What follows belongs to an exercise in optimizing a design on an open flow for small area, a short achievable clock period and few clock cycles per item; a production flow would make more cautious choices. Power figures rest on the tool's default switching activity, not on a simulated workload.

// ekf_slam_core
module ekf_slam_core (
  input  logic          clk,
  input  logic          sys_rst,
  input  logic          i_stage_valid,
  input  logic [76:0]   i_stage_cmd,
  input  logic [31:0]   i_plb_dout,
  input  logic          i_nl_done,
  input  logic [191:0]  i_nl_result,
  output logic          o_stage_ready,
  output logic          o_plb_en,
  output logic          o_plb_we,
  output logic [31:0]   o_plb_addr,
  output logic [31:0]   o_plb_din,
  output logic          o_nl_init,
  output logic [2:0]    o_nl_stage,
  output logic [159:0]  o_nl_operand
);
Size in the first run: roughly 1800 cells after synthesis, ~280 flip-flops, roughly 18000 sq um of cells after synthesis.
export LEC_CHECK = 0
export CAP_MARGIN = 20
export CORE_MARGIN = 2
export CORE_UTILIZATION = 40
export SETUP_SLACK_MARGIN = 1.5
export SLEW_MARGIN = 20
create_clock -name core_clock -period 5.0 [get_ports {clk}]
standard.sh (not shown) runs the stock make flow with config.mk's settings and CLKGATE_MAP_FILE= SYNTH_SCRIPT=/design/flow/synth_recipe.tcl, a recipe that flattens the netlist after the stock synthesis.
==> flow/flow/run.sh <==
#!/bin/bash
# Standard layout, with plain buffers (buf_1) on the ports in place of the
# delay buffers buffer_ports picks by default.
set -euo pipefail
export BUFFER_PORTS_ARGS="-buffer_cell sky130_fd_sc_hd__buf_1"
bash standard.sh > standard.log 2>&1
The first run completed with no timing, DRC or antenna violations.
Then changed:
Settings changed: SETUP_SLACK_MARGIN 1.5 to 1.2, SYNTH_HIERARCHICAL set to 1.
Cell count grows by a few percent.
Synthesized area grows by a few percent.
Synthesized cell count grows by roughly a tenth.
Fmax grows by a little under a tenth.
Global-route usage shrinks by 0.66 points.
Die area grows by a few percent.
No functional check of the RTL was part of any run of this note.


== run 4 ==
ekf_slam_core, a different RTL version from the one above (not shown whole).
Size in the first run: ~2100 cells after synthesis, roughly 270 flip-flops, about 19000 um^2 of cells after synthesis.
// ekf_slam_core
module ekf_slam_core (
  input  logic          clk,
  input  logic          sys_rst,
  input  logic          i_stage_valid,
  input  logic [76:0]   i_stage_cmd,
  input  logic [31:0]   i_plb_dout,
  input  logic          i_nl_done,
  input  logic [191:0]  i_nl_result,
  output logic          o_stage_ready,
  output logic          o_plb_en,
  output logic          o_plb_we,
  output logic [31:0]   o_plb_addr,
  output logic [31:0]   o_plb_din,
  output logic          o_nl_init,
  output logic [2:0]    o_nl_stage,
  output logic [159:0]  o_nl_operand
);
  localparam logic [2:0] RD_X  = 3'd0;
  localparam logic [2:0] RD_Y  = 3'd1;
  localparam logic [2:0] RD_T  = 3'd2;
  localparam logic [2:0] RD_LX = 3'd3;
  localparam logic [2:0] RD_LY = 3'd4;
  logic [2:0]  in_stage;
  logic [9:0]  in_lk;
  logic [31:0] in_rk, in_phi;
  assign in_stage = i_stage_cmd[76:74];
  assign in_lk    = i_stage_cmd[73:64];
  assign in_rk    = i_stage_cmd[63:32];
  assign in_phi   = i_stage_cmd[31:0];
  logic in_prd, in_new, in_upd, in_legal;
  assign in_prd   = (in_stage == 3'd1);
  assign in_new   = (in_stage == 3'd2);
  assign in_upd   = (in_stage == 3'd3);
  assign in_legal = in_prd | in_new | in_upd;
  logic [31:0] r0, r1, r2, r3;
  assign r0 = i_nl_result[191:160];
  assign r1 = i_nl_result[159:128];
  assign r2 = i_nl_result[127:96];
  assign r3 = i_nl_result[95:64];
  ...
clock: 5.0 ns
lec_check: 0
cap_margin: 20
core_margin: 2
core_utilization: 40
setup_slack_margin: 1.5
slew_margin: 20
run.sh (not shown) runs the stock make flow with config.mk's settings and CLKGATE_MAP_FILE= SYNTH_SCRIPT=/design/flow/synth_recipe.tcl, a recipe that flattens the netlist after the stock synthesis.
Stock flow here: none of the scripts above is used.
Modified inputs, run 2 compared to run 4
- swapping 1.5 for 2.5 in SETUP_SLACK_MARGIN
Results
Run 2 vs run 4 — final standard cell count with taps included and fillers excluded rose 155. Run comparison: run 2 beginning of the critical path c_upd$_DFFE_PP_; run 4 beginning of the critical path i_stage_cmd[65]. Switching power total | run 2 above run 4. Of run 4 and run 2, run 2 shows the higher combined global-route utilization of all metal layers, with run 4 below it. Compared with run 4, run 2 ends up with a larger final cell area. Summary of the comparison: growth of design area from synthesis to finish is higher in run 2, relative to run 4. The clock period minus worst slack number comes out lower for run 4 vs run 2.
No run of this note included a check of the RTL's function; only the layout flow was run.

==> what the ideal ports hide <==
Ports are ideal in the flow. The routed layouts listed here were re-timed in OpenROAD. Step 1 assumes that a clkbuf_16 drives the clock port and a buf_2 every other input. Step 2 moves the port delays by t, midway between the first and last clock arrival at a register: inputs arrive t later, outputs are due t later. That takes back most of the time a late clock gives input paths. Three values: ideal, step 1, step 2; two values: the first two.
run	t, ns	slack for setup (ns)	worst setup path at the end	latest minus earliest clock arrival (ns)	slew at the worst register clock pin (ns)
the first run of note 1	0.614	1.022 / 1.045 / 0.431	input to register	0.024 / 0.024	0.06 / 0.06
the second run of note 1	0.603	1.291 / 1.232 / 0.811	input to register	0.026 / 0.027	0.06 / 0.06
run 4	0.605	1.005 / 0.972 / 0.439	input to register	0.025 / 0.025	0.06 / 0.06
run 2	0.611	0.893 / 0.893 / 0.321	input to register	0.021 / 0.020	0.07 / 0.07
After both steps every run listed still meets setup and hold. For the first run of note 1, which loses most, drivers alone change the setup slack by +0.023 ns; drivers and shift together by -0.591 ns.
